Source: an optimization exercise on an open RTL-to-GDS flow (aim: small area). Production flows keep margins and buffers that such runs may drop.
In this exercise RTL edits were held to simulation tests only and were not proved equivalent to the original.
Power figures rest on the tool's default switching activity, not on a simulated workload.

==> flow/design.v <==
module dmem_responder (
    input  logic                   clk,
    input  logic                   rst,
    input  logic                   req_valid,
    output logic                   req_ready,
    input  logic                   req_we,
    input  logic [31:0]            req_addr,
    input  logic [31:0]            req_wdata,
    input  logic [3:0]             req_be,
    output logic                   rsp_valid,
    input  logic                   rsp_ready,
    output logic [31:0]            rsp_rdata,
    output logic                   rsp_err,
    output logic [15:0]            test_value
);
    localparam int N  = 63;    
    localparam int WP = 5;     
    localparam int RT = 4;     
    localparam int NT = (N + RT - 1) / RT;    
    localparam logic [2:0] ST_IDLE = 3'd0;
    localparam logic [2:0] ST_W2   = 3'd1;
    localparam logic [2:0] ST_W1   = 3'd2;
    localparam logic [2:0] ST_W0   = 3'd3;
    localparam logic [2:0] ST_RESP = 3'd4;
    logic [2:0]  st;
    logic        ready_en;
    logic        hs;
    logic        win;
    logic        exec;
    logic        w0_q;         
    logic        fault_q;
    logic        we_q;
    logic [31:0] data_q;       
    logic [3:0]  be_q;
    logic        store_act;    
    logic [5:0]  off;
    logic [31:0] w0;
    logic [15:0] w0_lo;
    logic [15:0] w0_hi;
    logic [31:0] ring [N];
    logic [2:0]  clr_c;        
    logic        clr;
    assign clr = (clr_c != 3'd5);
    logic        fault_in;
    assign fault_in = (req_addr[1:0] != 2'b00) || (req_addr[31:8] != '0);
    assign hs        = req_valid && ready_en && (st == ST_IDLE);
    assign win       = (st == ST_W2) || (st == ST_W1) || (st == ST_W0);
    assign exec      = (st == ST_W0);
    assign req_ready = ready_en && (st == ST_IDLE);
    assign rsp_valid = (st == ST_RESP);
    always_ff @(posedge clk or negedge rst) begin
        if (!rst) begin
            st       <= ST_IDLE;
            ready_en <= 1'b0;
        end else begin
            ready_en <= 1'b1;
            case (st)
                ST_IDLE: if (hs) st <= ST_W2;
                ST_W2:   st <= ST_W1;
                ST_W1:   st <= ST_W0;
                ST_W0:   st <= ST_RESP;
                ST_RESP: if (rsp_ready) st <= ST_IDLE;
                default: st <= ST_IDLE;
            endcase
        end
    end
    always_ff @(posedge clk) begin
        if (hs) begin
            w0_q    <= (req_addr[7:2] == 6'd0);
            fault_q <= fault_in;
            we_q    <= req_we;
            be_q    <= req_be;
        end
    end
    always_ff @(posedge clk or negedge rst) begin
        if (!rst) begin
            store_act <= 1'b0;
            off       <= '0;
            clr_c     <= '0;
        end else begin
            if (clr) clr_c <= clr_c + 3'd1;
            if (hs) store_act <= req_we && !fault_in && (req_addr[7:2] != 6'd0);
            off <= off_n;
        end
    end
    logic [5:0] off_n;
    logic [6:0] psum;
    logic [5:0] tpos_in;
    logic [5:0] tpos;
    assign off_n   = (off == 6'(N-1)) ? 6'd0 : off + 6'd1;
    assign psum    = {1'b0, req_addr[7:2]} + {1'b0, off_n};
    assign tpos_in = (psum >= 7'(N)) ? 6'(psum - 7'(N)) : psum[5:0];
    always_ff @(posedge clk) begin
        if (hs) tpos <= tpos_in;
        else    tpos <= (tpos == 6'(N-1)) ? 6'd0 : tpos + 6'd1;
    end
    logic [N-1:0] at_pos;
    always_comb begin
        for (int i = 0; i < N; i++) at_pos[i] = (tpos == i[5:0]);
    end
    for (genvar p = 0; p < N; p++) begin : g_ring
        localparam int PREV = (p + N - 1) % N;
        if ((PREV % WP) == 0) begin : g_port
            logic       hit;
            logic [3:0] wsel;    
            logic [3:0] keep;    
            assign hit  = store_act && at_pos[PREV];
            assign wsel = {4{hit}} & be_q;
            assign keep = ~wsel & {4{!clr}};
            always_ff @(posedge clk) begin
                for (int b = 0; b < 4; b++)
                    ring[p][8*b +: 8] <= ({8{wsel[b]}} & data_q[8*b +: 8])
                                       | ({8{keep[b]}} & ring[PREV][8*b +: 8]);
            end
        end else begin : g_shift
            always_ff @(posedge clk) ring[p] <= ring[PREV];
        end
    end
    logic w0_wr;
    assign w0_wr = exec && we_q && !fault_q && w0_q;
    always_ff @(posedge clk or negedge rst) begin
        if (!rst) begin
            w0_lo <= '0;
        end else if (w0_wr) begin
            for (int b = 0; b < 2; b++)
                if (be_q[b]) w0_lo[8*b +: 8] <= data_q[8*b +: 8];
        end
    end
    always_ff @(posedge clk) begin
        if (clr_c == 3'd0) begin
            w0_hi <= '0;
        end else if (w0_wr) begin
            for (int b = 0; b < 2; b++)
                if (be_q[b+2]) w0_hi[8*b +: 8] <= data_q[16 + 8*b +: 8];
        end
    end
    assign w0 = {w0_hi, w0_lo};
    logic        ring_load;
    logic        tap_phase;
    assign ring_load = !we_q && !fault_q && !w0_q;
    logic [NT-1:0] tap_ok;
    for (genvar j = 0; j < NT; j++) begin : g_tap
        localparam int Q  = RT * j;
        localparam int PD = (Q == 0) ? (N - 1) % WP : (Q - 1) % WP;
        assign tap_ok[j] = (clr_c > 3'(PD));
    end
    logic [NT-1:0]   at_tap;
    for (genvar j = 0; j < NT; j++) begin : g_at_tap
        assign at_tap[j] = at_pos[RT * j];
    end
    logic              rd_win;
    logic [NT-1:0]   sel_tap;
    logic              sel_w0;
    logic              data_en;
    logic [31:0]       data_d;
    assign rd_win    = (win || rsp_valid) && ring_load;
    assign tap_phase = |at_tap;
    assign sel_tap   = {(NT){rd_win}} & at_tap & tap_ok;
    assign sel_w0    = exec && !we_q && !fault_q && w0_q;
    assign data_en   = hs || (rd_win && tap_phase) || (exec && !we_q && !ring_load);
    always_comb begin
        data_d = ({32{hs}} & req_wdata) | ({32{sel_w0}} & w0);
        for (int j = 0; j < NT; j++)
            data_d = data_d | ({32{sel_tap[j]}} & ring[RT * j]);
    end
    logic [31:0] data_n;
    assign data_n = ({32{!data_en}} & data_q) | data_d;
    always_ff @(posedge clk) begin
        data_q <= data_n;
    end
    assign rsp_rdata  = we_q ? 32'h0 : data_n;
    assign rsp_err    = fault_q;
    assign test_value = w0_lo;
endmodule
==> flow/flow/run.sh <==
#!/bin/bash
# Own layout flow:
#  1. the standard synthesis of the RTL (design.v), which names the flip-flops;
#  3. an area re-map of the remaining combinational logic with ABC (flip-flops and hm_ cells
#     kept as they are);
#  4. the standard layout, with buf_1 port buffers and a clock tree built from larger sink
#     clusters without dummy loads.
set -euo pipefail
W=$PWD
R=$W/orfs/results/$FLOW_PLATFORM/dmem_responder/base

bash standard.sh synth > "$W/synth.log" 2>&1
cp "$R/1_2_yosys.v" "$W/standard_synth.v"

sed "s#^export VERILOG_FILES = .*#export VERILOG_FILES = $W/flow/struct.sv#" config.mk > config_struct.mk
SRC=$W/standard_synth.v
if make -C "$FLOW_HOME" DESIGN_CONFIG="$W/config_struct.mk" WORK_HOME="$W/orfs_struct" \
     CLKGATE_MAP_FILE= SYNTH_SCRIPT="$W/synth_recipe.tcl" synth > "$W/struct_synth.log" 2>&1 &&
   python3 flow/names.py "$W/standard_synth.v" \
     "$W/orfs_struct/results/$FLOW_PLATFORM/dmem_responder/base/1_2_yosys.v" "$W/struct_synth.v" \
     > "$W/names.log" 2>&1; then
  SRC=$W/struct_synth.v
fi
echo "re-map input: $SRC" > "$W/source.log"

FLOW_HOME=$FLOW_HOME FLOW_TOP=$FLOW_TOP bash flow/remap.sh "$SRC" "$W/remapped.v" > "$W/remap.log" 2>&1
cp "$W/remapped.v" "$R/1_2_yosys.v"
touch "$R/1_2_yosys.v"

bash standard.sh \
  "BUFFER_PORTS_ARGS=-buffer_cell sky130_fd_sc_hd__buf_1" \
  "CTS_ARGS=-sink_clustering_enable -repair_clock_nets -dont_use_dummy_load -sink_clustering_size 30 -sink_clustering_max_diameter 60" \
  finish > "$W/layout.log" 2>&1
==> flow/flow/names.py <==
#!/usr/bin/env python3
"""names.py STD.v IN.v OUT.v: check that the flip-flops of IN.v (the hand-mapped copy's
synthesis) are those of STD.v (the standard synthesis of the RTL), with the same name stems
and cells, and write IN.v to OUT.v with each flip-flop instance renamed to the standard
synthesis's exact name (the name suffix Yosys adds, such as $_DFFE_PN0P_, can differ).
Exits 1 if the flip-flops do not match."""
import re
import sys

DECL = re.compile(r'^(\s*)(sky130_fd_sc_hd__\w+)(\s+)(\S+)(\s*\()', re.M)


def flops(text):
    out = {}
    for m in DECL.finditer(text):
        cell, name = m.group(2), m.group(4)
        if re.search(r'__(e|s)?df|__dl', cell):
            stem = name.split('$')[0]
            if stem in out:
                sys.exit(f"duplicate flip-flop stem {stem}")
            out[stem] = (cell, name)
    return out


std_text = open(sys.argv[1]).read()
in_text = open(sys.argv[2]).read()
std, new = flops(std_text), flops(in_text)
if set(std) != set(new):
    sys.exit(f"flip-flop names differ: {sorted(set(std) ^ set(new))[:10]}")
bad = [s for s in std if std[s][0] != new[s][0]]
if bad:
    sys.exit(f"flip-flop cells differ: {bad[:10]}")
rename = {new[s][1]: std[s][1] for s in std}


def sub(m):
    name = m.group(4)
    if name in rename:
        name = rename[name]
        if not name.endswith(' ') and name.startswith('\\'):
            pass
    return m.group(1) + m.group(2) + m.group(3) + name + m.group(5)


out = DECL.sub(sub, in_text)
if flops(out) != {s: std[s] for s in std}:
    sys.exit("renaming failed")
open(sys.argv[3], 'w').write(out)
print(f"{len(std)} flip-flops match; {sum(1 for k, v in rename.items() if k != v)} renamed")
==> flow/flow/remap.sh <==
#!/bin/bash
# remap.sh IN.v OUT.v: map the combinational logic of the standard synthesis's netlist again,
# for area, with ABC's area mapper, trying a few ABC scripts and keeping the smallest result.
# Every flip-flop instance keeps its name, cell and pins, and so does every hand-placed cell
# (instance name with hm_).
set -euo pipefail
IN=$1; OUT=$2
LIB=$FLOW_HOME/platforms/sky130hd/lib/sky130_fd_sc_hd__tt_025C_1v80.lib
D=$(dirname "$OUT")/remap
mkdir -p "$D"
SCRIPTS=(
  "strash; dch; amap; topo"
  "strash; dc2; dch -f; amap; topo"
  "strash; dch; amap; strash; dch; amap; topo"
  "strash; dch -f; map -a; topo"
  "strash; dch; amap; strash; dch; amap; strash; dch; amap; topo"
  "strash; balance; rewrite; refactor; balance; rewrite; rewrite -z; balance; refactor -z; rewrite -z; balance; dch -f; amap; topo"
)
SEQ=$(grep -o 'sky130_fd_sc_hd__[a-z0-9_]*' "$IN" | sort -u | grep -E '__(e|s)?df|__dl' | tr '\n' ' ')
HM=$(grep -oE 'sky130_fd_sc_hd__[a-z0-9_]+ +[^ ]*hm_' "$IN" | awk '{print $1}' | sort -u | tr '\n' ' ' || true)
for i in "${!SCRIPTS[@]}"; do
  echo "${SCRIPTS[$i]}" | tr ';' '\n' | sed 's/^ *//' > "$D/s$i.abc"
  cat > "$D/s$i.ys" <<EOY
read_liberty -ignore_miss_func $LIB
read_verilog $IN
hierarchy -top $FLOW_TOP
setattr -mod -set keep_hierarchy 1 $SEQ
setattr -set keep_hierarchy 1 c:*hm_*
flatten
rename -hide w:*.*
blackbox $SEQ $HM
hierarchy -top $FLOW_TOP
opt_clean -purge
abc -liberty $LIB -dont_use *probe* -dont_use *lpflow* -script $D/s$i.abc
opt_clean -purge
hilomap -singleton -hicell sky130_fd_sc_hd__conb_1 HI -locell sky130_fd_sc_hd__conb_1 LO
insbuf -buf sky130_fd_sc_hd__buf_2 A X
splitnets
opt_clean -purge
tee -o $D/s$i.stat stat -liberty $LIB
write_verilog -noattr -noexpr -nohex -nodec $D/s$i.v
EOY
  yosys -l "$D/s$i.log" "$D/s$i.ys" > /dev/null &
done
wait
best=""; bestarea=""
for i in "${!SCRIPTS[@]}"; do
  [[ -f "$D/s$i.stat" && -f "$D/s$i.v" ]] || { echo "script $i (${SCRIPTS[$i]}): failed"; continue; }
  a=$(grep -o "Chip area for .*: [0-9.]*" "$D/s$i.stat" | tail -1 | awk '{print $NF}')
  echo "script $i (${SCRIPTS[$i]}): area $a"
  if [[ -z "$best" ]] || awk "BEGIN{exit !($a < $bestarea)}"; then best=$i; bestarea=$a; fi
done
echo "kept script $best: area $bestarea"
cp "$D/s$best.v" "$OUT"
==> flow/flow/struct.sv <==
// Hand-mapped copy of rtl/dmem_responder.sv for the layout flow (run.sh).
// Same registers and the same function; only the ring's write-port logic and
// the data_q input multiplexer are built from explicitly chosen cells, since
// ABC maps these regular AND-OR structures poorly. The formal check after the
// flow proves the layout against rtl/dmem_responder.sv itself.
// Word-oriented data memory answering the core's load/store port with a
// fixed wait-state delay and address-fault detection (DMEM_ERR_EN).
//
// Storage: word 0 is a fixed register (it drives test_value). Words 1..63
// live in a 63-entry ring that shifts by one position every clock, so its
// flops need no hold multiplexer. Word w sits at ring position
// (w + off) mod 63, where off counts clocks mod 63 (word 63 is at off). The ring has no reset:
// for the first 5 edges after reset (clr_c < 5) every write port zeroes the
// word passing it, so within 5 edges every word has been cleared; a read tap
// whose word has not yet passed a port in that time reads 0, and a store in
// that time zeroes the bytes it does not write.
//
// Stores are written into the ring by one of 13 write ports (one every 5
// positions) while the word passes it; the store data stays in data_q
// until the next request is accepted, which is at least 5 edges later, so
// the word always reaches a port before any later load can look at it.
// Loads are read from one of 16 read taps (one every 4 positions): the word
// is at a tap in one of the 4 cycles from accept to the first response
// cycle. data_q takes it at the edge that ends that cycle; while the
// response is shown, rsp_rdata is data_q's next value, which in a cycle
// where the word is at a tap is the word itself, and data_q otherwise.
//
//   st      | meaning
//   --------+----------------------------------------------------------
//   IDLE    | ready for a request; nothing outstanding
//   W2..W0  | request latched; W0 is the execute cycle
//   RESP    | access done, response held until rsp_ready
module dmem_responder (
    input  logic                   clk,
    input  logic                   rst,
    input  logic                   req_valid,
    output logic                   req_ready,
    input  logic                   req_we,
    input  logic [31:0]            req_addr,
    input  logic [31:0]            req_wdata,
    input  logic [3:0]             req_be,
    output logic                   rsp_valid,
    input  logic                   rsp_ready,
    output logic [31:0]            rsp_rdata,
    output logic                   rsp_err,
    output logic [15:0]            test_value
);
    localparam int N  = 63;   // ring entries (words 1..63)
    localparam int WP = 5;    // write port spacing
    localparam int RT = 4;    // read tap spacing
    localparam int NT = (N + RT - 1) / RT;   // read taps

    localparam logic [2:0] ST_IDLE = 3'd0;
    localparam logic [2:0] ST_W2   = 3'd1;
    localparam logic [2:0] ST_W1   = 3'd2;
    localparam logic [2:0] ST_W0   = 3'd3;
    localparam logic [2:0] ST_RESP = 3'd4;

    logic [2:0]  st;
    logic        ready_en;
    logic        hs;
    logic        win;
    logic        exec;

    logic        w0_q;        // the request addresses word 0
    logic        fault_q;
    logic        we_q;
    logic [31:0] data_q;      // store data, or the load's response data
    logic [3:0]  be_q;
    logic        store_act;   // a ring store is (still) being written
    logic [5:0]  off;
    logic [31:0] w0;
    logic [15:0] w0_lo;
    logic [15:0] w0_hi;

    logic [31:0] ring [N];
    logic [2:0]  clr_c;       // edges since reset, saturating at 5
    logic        clr;
    assign clr = (clr_c != 3'd5);

    logic        fault_in;
    assign fault_in = (req_addr[1:0] != 2'b00) || (req_addr[31:8] != '0);

    assign hs        = req_valid && ready_en && (st == ST_IDLE);
    assign win       = (st == ST_W2) || (st == ST_W1) || (st == ST_W0);
    assign exec      = (st == ST_W0);
    assign req_ready = ready_en && (st == ST_IDLE);
    assign rsp_valid = (st == ST_RESP);

    always_ff @(posedge clk or negedge rst) begin
        if (!rst) begin
            st       <= ST_IDLE;
            ready_en <= 1'b0;
        end else begin
            ready_en <= 1'b1;
            case (st)
                ST_IDLE: if (hs) st <= ST_W2;
                ST_W2:   st <= ST_W1;
                ST_W1:   st <= ST_W0;
                ST_W0:   st <= ST_RESP;
                ST_RESP: if (rsp_ready) st <= ST_IDLE;
                default: st <= ST_IDLE;
            endcase
        end
    end

    // request registers: only meaningful after a handshake
    always_ff @(posedge clk) begin
        if (hs) begin
            w0_q    <= (req_addr[7:2] == 6'd0);
            fault_q <= fault_in;
            we_q    <= req_we;
            be_q    <= req_be;
        end
    end

    always_ff @(posedge clk or negedge rst) begin
        if (!rst) begin
            store_act <= 1'b0;
            off       <= '0;
            clr_c     <= '0;
        end else begin
            if (clr) clr_c <= clr_c + 3'd1;
            if (hs) store_act <= req_we && !fault_in && (req_addr[7:2] != 6'd0);
            off <= off_n;
        end
    end

    // tpos: ring position of the addressed word, kept in step with the ring.
    // At the handshake it is loaded with (idx + off + 1) mod 63, the position
    // the word will hold when the request registers are valid.
    logic [5:0] off_n;
    logic [6:0] psum;
    logic [5:0] tpos_in;
    logic [5:0] tpos;
    assign off_n   = (off == 6'(N-1)) ? 6'd0 : off + 6'd1;
    assign psum    = {1'b0, req_addr[7:2]} + {1'b0, off_n};
    assign tpos_in = (psum >= 7'(N)) ? 6'(psum - 7'(N)) : psum[5:0];
    always_ff @(posedge clk) begin
        if (hs) tpos <= tpos_in;
        else    tpos <= (tpos == 6'(N-1)) ? 6'd0 : tpos + 6'd1;
    end

    logic [N-1:0] at_pos;
    always_comb begin
        for (int i = 0; i < N; i++) at_pos[i] = (tpos == i[5:0]);
    end

    // ring with write ports
    for (genvar p = 0; p < N; p++) begin : g_ring
        localparam int PREV = (p + N - 1) % N;
        if ((PREV % WP) == 0) begin : g_port
            logic       hit;
            logic [3:0] wsel;   // byte b takes data_q
            logic [3:0] keep;   // byte b keeps the word passing by
            assign hit  = store_act && at_pos[PREV];
            assign wsel = {4{hit}} & be_q;
            assign keep = ~wsel & {4{!clr}};
            logic [31:0] pd;
            for (genvar i = 0; i < 32; i++) begin : g_pd
                sky130_fd_sc_hd__a22o_1 hm_pd (
                    .A1(wsel[i / 8]), .A2(data_q[i]),
                    .B1(keep[i / 8]), .B2(ring[PREV][i]), .X(pd[i]));
            end
            always_ff @(posedge clk) ring[p] <= pd;
        end else begin : g_shift
            always_ff @(posedge clk) ring[p] <= ring[PREV];
        end
    end

    // word 0. Its low half (w0_lo) drives test_value and is reset with
    // everything else; its high half (w0_hi) is only seen by loads, so it is
    // cleared at the first edge after reset (clr_c == 0), before any request
    // can reach it.
    logic w0_wr;
    assign w0_wr = exec && we_q && !fault_q && w0_q;
    always_ff @(posedge clk or negedge rst) begin
        if (!rst) begin
            w0_lo <= '0;
        end else if (w0_wr) begin
            for (int b = 0; b < 2; b++)
                if (be_q[b]) w0_lo[8*b +: 8] <= data_q[8*b +: 8];
        end
    end
    always_ff @(posedge clk) begin
        if (clr_c == 3'd0) begin
            w0_hi <= '0;
        end else if (w0_wr) begin
            for (int b = 0; b < 2; b++)
                if (be_q[b+2]) w0_hi[8*b +: 8] <= data_q[16 + 8*b +: 8];
        end
    end
    assign w0 = {w0_hi, w0_lo};

    // read taps
    logic        ring_load;
    logic        tap_phase;
    assign ring_load = !we_q && !fault_q && !w0_q;
    // a tap's word has been cleared once clr_c exceeds the distance from the
    // tap back to the nearest write port at or before it
    logic [NT-1:0] tap_ok;
    for (genvar j = 0; j < NT; j++) begin : g_tap
        localparam int Q  = RT * j;
        localparam int PD = (Q == 0) ? (N - 1) % WP : (Q - 1) % WP;
        assign tap_ok[j] = (clr_c > 3'(PD));
    end

    // data_q takes one of: the request's store data at the handshake, the
    // word at the read tap that holds the load's word, or word 0; a load that
    // faults or reads a not yet cleared word takes 0 (no select)
    logic [NT-1:0]   at_tap;
    for (genvar j = 0; j < NT; j++) begin : g_at_tap
        assign at_tap[j] = at_pos[RT * j];
    end

    logic              rd_win;
    logic [NT-1:0]   sel_tap;
    logic              sel_w0;
    logic              data_en;
    assign rd_win    = (win || rsp_valid) && ring_load;
    assign tap_phase = |at_tap;
    assign sel_tap   = {(NT){rd_win}} & at_tap & tap_ok;
    assign sel_w0    = exec && !we_q && !fault_q && w0_q;
    assign data_en   = hs || (rd_win && tap_phase) || (exec && !we_q && !ring_load);

    // data_q's next value = OR of 19 select/data pairs (the 18 of data_d and
    // the hold term): six a222oi give the inverted OR of 3 pairs each and a
    // nand2 the inverted hold term; a nand4, a nand3 and an or2 combine them
    logic        data_hold;
    logic [31:0] data_n;
    assign data_hold = !data_en;
    for (genvar i = 0; i < 32; i++) begin : g_dd
        logic [6:0] g;
        for (genvar k = 0; k < 5; k++) begin : g_a
            sky130_fd_sc_hd__a222oi_1 hm_a (
                .A1(sel_tap[3*k]),   .A2(ring[RT*(3*k)][i]),
                .B1(sel_tap[3*k+1]), .B2(ring[RT*(3*k+1)][i]),
                .C1(sel_tap[3*k+2]), .C2(ring[RT*(3*k+2)][i]), .Y(g[k]));
        end
        sky130_fd_sc_hd__a222oi_1 hm_b (
            .A1(sel_tap[15]), .A2(ring[RT*15][i]), .B1(hs), .B2(req_wdata[i]),
            .C1(sel_w0), .C2(w0[i]), .Y(g[5]));
        sky130_fd_sc_hd__nand2_1 hm_h (.A(data_hold), .B(data_q[i]), .Y(g[6]));
        logic h0, h1;
        sky130_fd_sc_hd__nand4_1 hm_n0 (.A(g[0]), .B(g[1]), .C(g[2]), .D(g[3]), .Y(h0));
        sky130_fd_sc_hd__nand3_1 hm_n1 (.A(g[4]), .B(g[5]), .C(g[6]), .Y(h1));
        sky130_fd_sc_hd__or2_1 hm_o (.A(h0), .B(h1), .X(data_n[i]));
    end

    always_ff @(posedge clk) begin
        data_q <= data_n;
    end

    assign rsp_rdata  = we_q ? 32'h0 : data_n;
    assign rsp_err    = fault_q;
    assign test_value = w0_lo;
endmodule
==> flow/standard.sh <==
#!/bin/bash
# synth_recipe.tcl (not shown) runs the flow's synth.tcl, then flattens the netlist and writes it again
# the make line also repeats each setting of config.mk as NAME=value (left out here)
make -C /OpenROAD-flow-scripts/flow DESIGN_CONFIG=/design/flow/config.mk WORK_HOME=/design/flow/orfs CLKGATE_MAP_FILE= SYNTH_SCRIPT=/design/flow/synth_recipe.tcl "${@:-finish}"
==> flow/config.mk <==
export PLATFORM = sky130hd
export DESIGN_NAME = dmem_responder
export DESIGN_NICKNAME = dmem_responder
export VERILOG_FILES = /design/flow/design.v
export SDC_FILE = /design/flow/constraint.sdc
export NUM_CORES = 4
export LEC_CHECK = 0
export CAP_MARGIN = 20
export CORE_MARGIN = 2
export CORE_UTILIZATION = 40
export PLACE_DENSITY = 0.8
export SLEW_MARGIN = 20
==> flow/constraint.sdc <==
create_clock -name core_clock -period 5.0 [get_ports {clk}]
set_input_delay 1.0000 -clock core_clock [delete_from_list [all_inputs] [get_ports {clk}]]
set_output_delay 1.0000 -clock core_clock [all_outputs]
set_load 0.01 [all_outputs]
==> results.py, run 1 <==
metrics = {
    "sta": {
        "fin_crit_ns": 4.895,
        "setup_violations": 0,
        "min_period_over_period": 0.9790,
        "worst_slew_pin_slew_ns": 1.108,
        "max_freq_ghz": 0.2043,
        "worst_clock_skew_ns": 0.08985,
        "setup_slack_ns": 0.1049,
        "hold_viol_final": 0,
        "slew_violations": 0,
        "max-slew-margin-rel": 0.2584,
    },
    "routing": {
        "drcViolationCount": 0,
        "first_pass_iters": 10,
        "wl_per_cell_um": 23.59,
        "wl_met3_mm": 13.48,
        "drt_wl_total_mm": 121.5,
        "first_iter_violations": 3838,
        "viasPerCell": 5.425,
        "met1_length_mm": 51.24,
        "dr.max_layer_used": "met5",
        "drtAntennaViolNets": 0,
        "wl_met2_mm": 52.31,
        "num_vias": 27930,
    },
    "synthesis": {
        "synth_fp_nets": 3311,
        "avgSynthCellArea_um2": 15.65,
        "ys_warn_count": 2,
        "syn_inst": 3238,
        "synth_area_um2": 50680,
    },
    "setup_path": {
        "crit_fanout": 16,
        "end_kind": "output pin",
        "r2r-start": "tpos[3]",
        "crit_cells": 12,
        "crit_end": "rsp_rdata[7]",
        "cpMaxStageDelayCell": "a222oi_1",
        "startpoint": "st[0]",
        "criticalPathCategory": "reg -> out",
        "rr_endpoint": "ring[41][15]",
        "r2r_slack_ns": 1.29,
        "cpPeakStageDelay_ns": 0.58,
        "start_kind": "flop",
        "crit_buf_inv": 3,
        "ff2ff_path_depth": 6,
        "worstPathRequired_ns": 4.00,
        "crit_chain": "nor2_2 -> nor2_1 -> o21ai_2 -> clkinv_1 -> o21ai_0 -> nor3_2 -> buf_4 -> a222oi_1 -> nand4_1 -> or2_1 -> nor2b_1 -> buf_1",
        "arrival_ns": 3.90,
        "cpLargestDelayFamily": "simple AND/OR/NAND/NOR gates",
    },
    "global_routing": {
        "grt_usage": 0.1797,
        "grt_remaining_overflow": 0,
        "grt_pass1_vias": 26840,
        "grt_max_degree": 36,
        "antenna_found_initial": 12,
        "grt_pass1_wl_mm": 175.2,
    },
    "floorplan": {
        "rows": 130,
        "die-width_um": 360.0,
        "ios": 124,
        "die_area_um2": 129600,
        "fp.dieH_um": 360.0,
        "core_um2": 125700,
        "initial_core_util": 0.4031,
    },
    "power_and_ir_drop": {
        "leakage_nw": 21.40,
        "irDropWorstVdd_mv": 0.2958,
        "power_density_nw_per_um2": 498.3,
        "power.total_mw": 27.95,
    },
    "cells_and_area": {
        "drive_gt1_frac": 0.05064,
        "fillers": 10620,
        "area_growth_pct": 10.67,
        "nNetsFinal": 3570,
        "final_cells": 5148,
    },
    "clock_tree": {
        "cts_tree": "done",
        "cts_max_level": 3,
        "numCtsBuffers": 92,
        "cts_buffer_depth": 3,
        "cts_hold_buffers": 0,
        "clkSinkCount": 2107,
        "cts-root-buf": "clkbuf_16",
        "path_clk_slew_ns": 0.10,
        "insertion_delay_ns": 0.69,
    },
    "placed_design": {
        "routabilityCongestion": 0.8748,
        "dp_slack_ns": 0.1103,
        "post-place-cells": 5038,
        "place.port_buffers": 123,
        "hpwl_mm": 78.98,
    },
    "run": {
        "maxCapViolations": 0,
    },
    "outcome": {
        "outcome": "finished clean",
    },
    "min_path": {
        "hold_path_class": "reg -> reg",
    },
}
how the worst min path moves through the flow:
stage | to | depth (start not counted) | from | slack (ns)
floorplan | ring[0][0] | 0 | ring[62][0] | 0.31
global placement | ring[23][8] | 0 | ring[22][8] | 0.31
detailed placement | ring[12][13] | 0 | ring[11][13] | 0.31
CTS | ring[24][13] | 0 | ring[23][13] | 0.27
global route | ring[24][13] | 0 | ring[23][13] | 0.26
finish | ring[24][13] | 0 | ring[23][13] | 0.27
sequential cells by signal (all words and copies together) (netlist names), 3 cells and up:
name,cells
ring,2016
data_q,32
w0_hi,16
w0_lo,16
off,6
tpos,6
be_q,4
clr_c,3
st,3
report_power, final:
part	switching [mW]	leakage [nW]	internal, mW	total [mW]
clock	4.67	1.13	3.30	7.97
combinational	0.922	3.12	0.487	1.41
sequential	0.989	17.1	17.6	18.6
total	6.58	21.4	21.4	27.9
timing repair:
| action | 4_1_cts | 5_1_grt |
|---|---|---|
| endpoints found under the setup margin | 32 | 32 |
| cloned | 2 | 0 |
| buffers inserted | 11 | 2 |
| resized for setup | 5 | 8 |
| pin swaps | 5 | 4 |
final cells by class:
type | instances | area, µm² | area share
Timing Repair Buffer | 179 | 948.4 | 0.01691
Antenna cell | 3 | 7.507 | 0.0001338
Clock buffer | 92 | 2302 | 0.04104
Multi-Input combinational cell | 1084 | 8244 | 0.1470
Inverter | 33 | 123.9 | 0.002208
Sequential cell | 2107 | 42400 | 0.7559
Tap cell | 1650 | 2064 | 0.03681
cell usage in the layout, fill, tap and decap left out, types with 14 or more instances in the layout:
cell type,instances
nand2_1,57
a222oi_1,192
clkbuf_16,92
o221a_1,16
buf_1,122
dfxtp_1,2070
nor2b_1,35
nor2_1,139
dfrtp_1,30
buf_4,49
nand4_1,36
a22o_1,432
nand3_1,41
or3_1,14
or2_1,32
clkinv_1,32
metal layers:
metal  track usage  up-vias
met5             0        -
met4       0.06624       14
met3       0.04836      273
met2        0.2705     1560
met1        0.2478    13860
li1              -    12220
stage by stage:
step	hold slack, ns	TNS (ns)	util	area, µm²
2_1_floorplan	0.3096	0	-	50690
3_3_place_gp	0.3095	0	0.4259	53550
3_5_place_dp	0.3121	0	0.4261	53580
4_1_cts	0.2656	0	0.4458	56050
5_1_grt	0.2641	-0.02171	0.4461	56080
6_report	0.2677	0	0.4461	56090
==> run 2, diff against run 1 <==
--- a/flow/config.mk
+++ b/flow/config.mk
@@ -10,3 +10,4 @@
 export CORE_UTILIZATION = 40
 export PLACE_DENSITY = 0.8
+export SETUP_SLACK_MARGIN = 0.3
 export SLEW_MARGIN = 20
==> results.py, run 2 <==
metrics = {
    "outcome": {
        "outcome": "finished clean",
    },
    "setup_path": {
        "crit_fanout": 16,
        "cpMaxStageDelayCell": "or3_4",
        "ff2ff_path_depth": 5,
        "r2r_slack_ns": 1.55,
        "start_kind": "flop",
        "rr_endpoint": "w0_lo[6]",
        "cpLargestDelayFamily": "simple AND/OR/NAND/NOR gates",
        "r2r-start": "we_q",
        "worstPathRequired_ns": 4.00,
        "crit_buf_inv": 3,
        "crit_chain": "nor2_4 -> clkinv_1 -> nor2_1 -> o21ai_2 -> or3_4 -> nor3_4 -> buf_6 -> a222oi_1 -> nand4_1 -> or2_1 -> nor2b_1 -> buf_1",
        "end_kind": "output pin",
        "criticalPathCategory": "reg -> out",
        "arrival_ns": 3.65,
        "cpPeakStageDelay_ns": 0.47,
    },
    "global_routing": {
        "antenna_found_initial": 12,
        "grt_remaining_overflow": 0,
        "grt_usage": 0.1794,
        "grt_max_degree": 53,
        "grt_pass1_wl_mm": 176.6,
        "grt_pass1_vias": 27560,
    },
    "synthesis": {
        "ys_warn_count": 2,
        "synth_area_um2": 50680,
        "avgSynthCellArea_um2": 15.65,
        "synth_fp_nets": 3311,
        "syn_inst": 3238,
    },
    "routing": {
        "drtAntennaViolNets": 0,
        "num_vias": 27730,
        "drt_wl_total_mm": 120.3,
        "drcViolationCount": 0,
        "viasPerCell": 5.377,
        "wl_per_cell_um": 23.33,
        "first_pass_iters": 12,
        "first_iter_violations": 3924,
    },
    "power_and_ir_drop": {
        "power.total_mw": 27.72,
        "power_density_nw_per_um2": 492.6,
        "leakage_nw": 21.53,
        "clockPowerShare": 0.281,
        "p_sw_frac": 0.2343,
        "intPower_mw": 21.23,
        "combPwrFrac": 0.051,
        "seq_power_share": 0.668,
        "p_sw_mw": 6.495,
        "irDropWorstVdd_mv": 0.3382,
    },
    "min_path": {
        "min-delay-start": "ring[9][31]",
        "hold_path_class": "reg -> reg",
        "hold_depth": 0,
        "hold_end": "ring[10][31]",
    },
    "sta": {
        "worst_slew_pin_slew_ns": 1.034,
        "min_period_over_period": 0.9297,
        "slew_violations": 0,
        "setup_violations": 0,
        "fin_crit_ns": 4.649,
        "max-slew-margin-rel": 0.3081,
        "worst_clock_skew_ns": 0.09705,
        "hold_viol_final": 0,
        "rsz0062_at_grt": "true",
        "max_freq_ghz": 0.2151,
        "tns_ns": 0,
    },
    "clock_tree": {
        "cts-root-buf": "clkbuf_16",
        "clkSinkCount": 2107,
        "path_clk_slew_ns": 0.10,
        "numCtsBuffers": 87,
        "cts_buffer_depth": 3,
        "insertion_delay_ns": 0.68,
        "cts_hold_buffers": 0,
        "cts_tree": "done",
        "cts_max_level": 3,
    },
    "floorplan": {
        "ios": 124,
        "die-width_um": 360.0,
        "initial_core_util": 0.4031,
        "core_um2": 125700,
        "fp.dieH_um": 360.0,
        "die_area_um2": 129600,
        "rows": 130,
    },
    "cells_and_area": {
        "register_area_um2": 42400,
        "nNetsFinal": 3582,
        "final_common_cell": "dfxtp_1",
        "layout_common_cells": "2070 x dfxtp_1, 432 x a22o_1, 192 x a222oi_1",
        "area_growth_pct": 11.03,
        "reg_top3": "ring (2016), data_q (32)",
        "regMostFlops": "ring",
        "drive_gt1_frac": 0.05760,
        "multi_input_area_um2": 8288,
        "largest_register_ffs": 2016,
        "antenna_cells": 0,
        "fillers": 10480,
    },
    "placed_design": {
        "hpwl_mm": 77.49,
        "routabilityCongestion": 0.8628,
        "place.port_buffers": 123,
    },
    "run": {
        "maxCapViolations": 0,
    },
}
[run 2: cell count changes in the layout (fill, tap and decap cells not counted), sizes merged]
cell	previous run	this run
clkinv	32	31
inv	1	2
buf	178	197
clkbuf	93	88
diode	3	0
nor2	144	142
[run 2: per-stage QoR]
stage / hold WS, ns / instances / util / setup WS [ns] / instance area [µm²]
finish: 0.2543 / 5157 / 0.4476 / 0.3514 / 56280
global route: 0.2649 / 5157 / 0.4476 / 0.2208 / 56280
CTS: 0.2682 / 5151 / 0.4462 / 0.3075 / 56110
detailed placement: 0.3121 / 5060 / 0.4280 / 0.3778 / 53810
global placement: 0.3096 / 5059 / 0.4278 / 0.1963 / 53780
floorplan: 0.3096 / 3238 / - / 0.3696 / 50700
[run 2: final cells by class]
cell class                 instances  share of cell area
multi-input combinational       1082              0.1473
tap                             1650             0.03669
clock buffer                      87             0.03869
timing repair buffer             198             0.02161
inverter                          33            0.002246
sequential                      2107              0.7535
[run 2: what timing repair did]
| action | 4_1_cts | 5_1_grt |
|---|---|---|
| pin swaps | 7 | 19 |
| gates resized for setup | 22 | 23 |
| setup buffers | 4 | 6 |
| setup endpoints to repair | 32 | 32 |
[run 2: routing by layer]
layer,GRT usage,routed length [µm],share of wire
met5,0,91,0.00076
met4,0.06574,4255,0.035
met3,0.04652,12010,0.10
met2,0.2780,53050,0.44
met1,0.2420,50910,0.42
[run 2: worst max-delay path by stage]
stage                 start             to  slack [ns]  cells after the start
detailed placement    st[0]  rsp_rdata[19]        0.38                     13
global route        fault_q  rsp_rdata[13]        0.22                     10
CTS                   st[0]   rsp_rdata[0]        0.31                     13
finish                st[0]  rsp_rdata[13]        0.35                     12
floorplan              we_q   rsp_rdata[0]        0.37                      9
global placement      st[0]  rsp_rdata[10]        0.20                     12
[run 2: power by group through the flow]
stage	clock [mW]	sequential [mW]	combinational (mW)
2_1_floorplan	0	18.5	0.749
3_3_place_gp	0	18.8	1.28
3_5_place_dp	0	18.8	1.33
4_1_cts	7.86	18.5	1.37
5_1_grt	8.43	18.6	1.52
6_report	7.80	18.5	1.41

afterwards: timing with drivers on the ports:
In the flow no input, the clock included, has a driving cell. The finished layouts below were timed again as built, in two steps.
Step 1 (the two cells are an assumption about what drives the block):
set clk [get_ports {clk}]
set_driving_cell -lib_cell sky130_fd_sc_hd__clkbuf_16 $clk
set_driving_cell -lib_cell sky130_fd_sc_hd__buf_2 [delete_from_list [all_inputs] $clk]
Step 2, shift: input delay + t, output delay - t, t = (earliest + latest rising clock arrival at the registers) / 2. This alone moves slack from input paths to output paths.
Slacks: ideal / step 1 / step 2; pairs: ideal / step 1.
run	shift t [ns]	setup slack, ns	clock arrival spread, ns
run 1	0.728	0.105 / 0.029 / 0.417	0.099 / 0.099
run 2	0.709	0.351 / 0.280 / 0.734	0.117 / 0.116
After both steps every run listed still meets setup and hold.
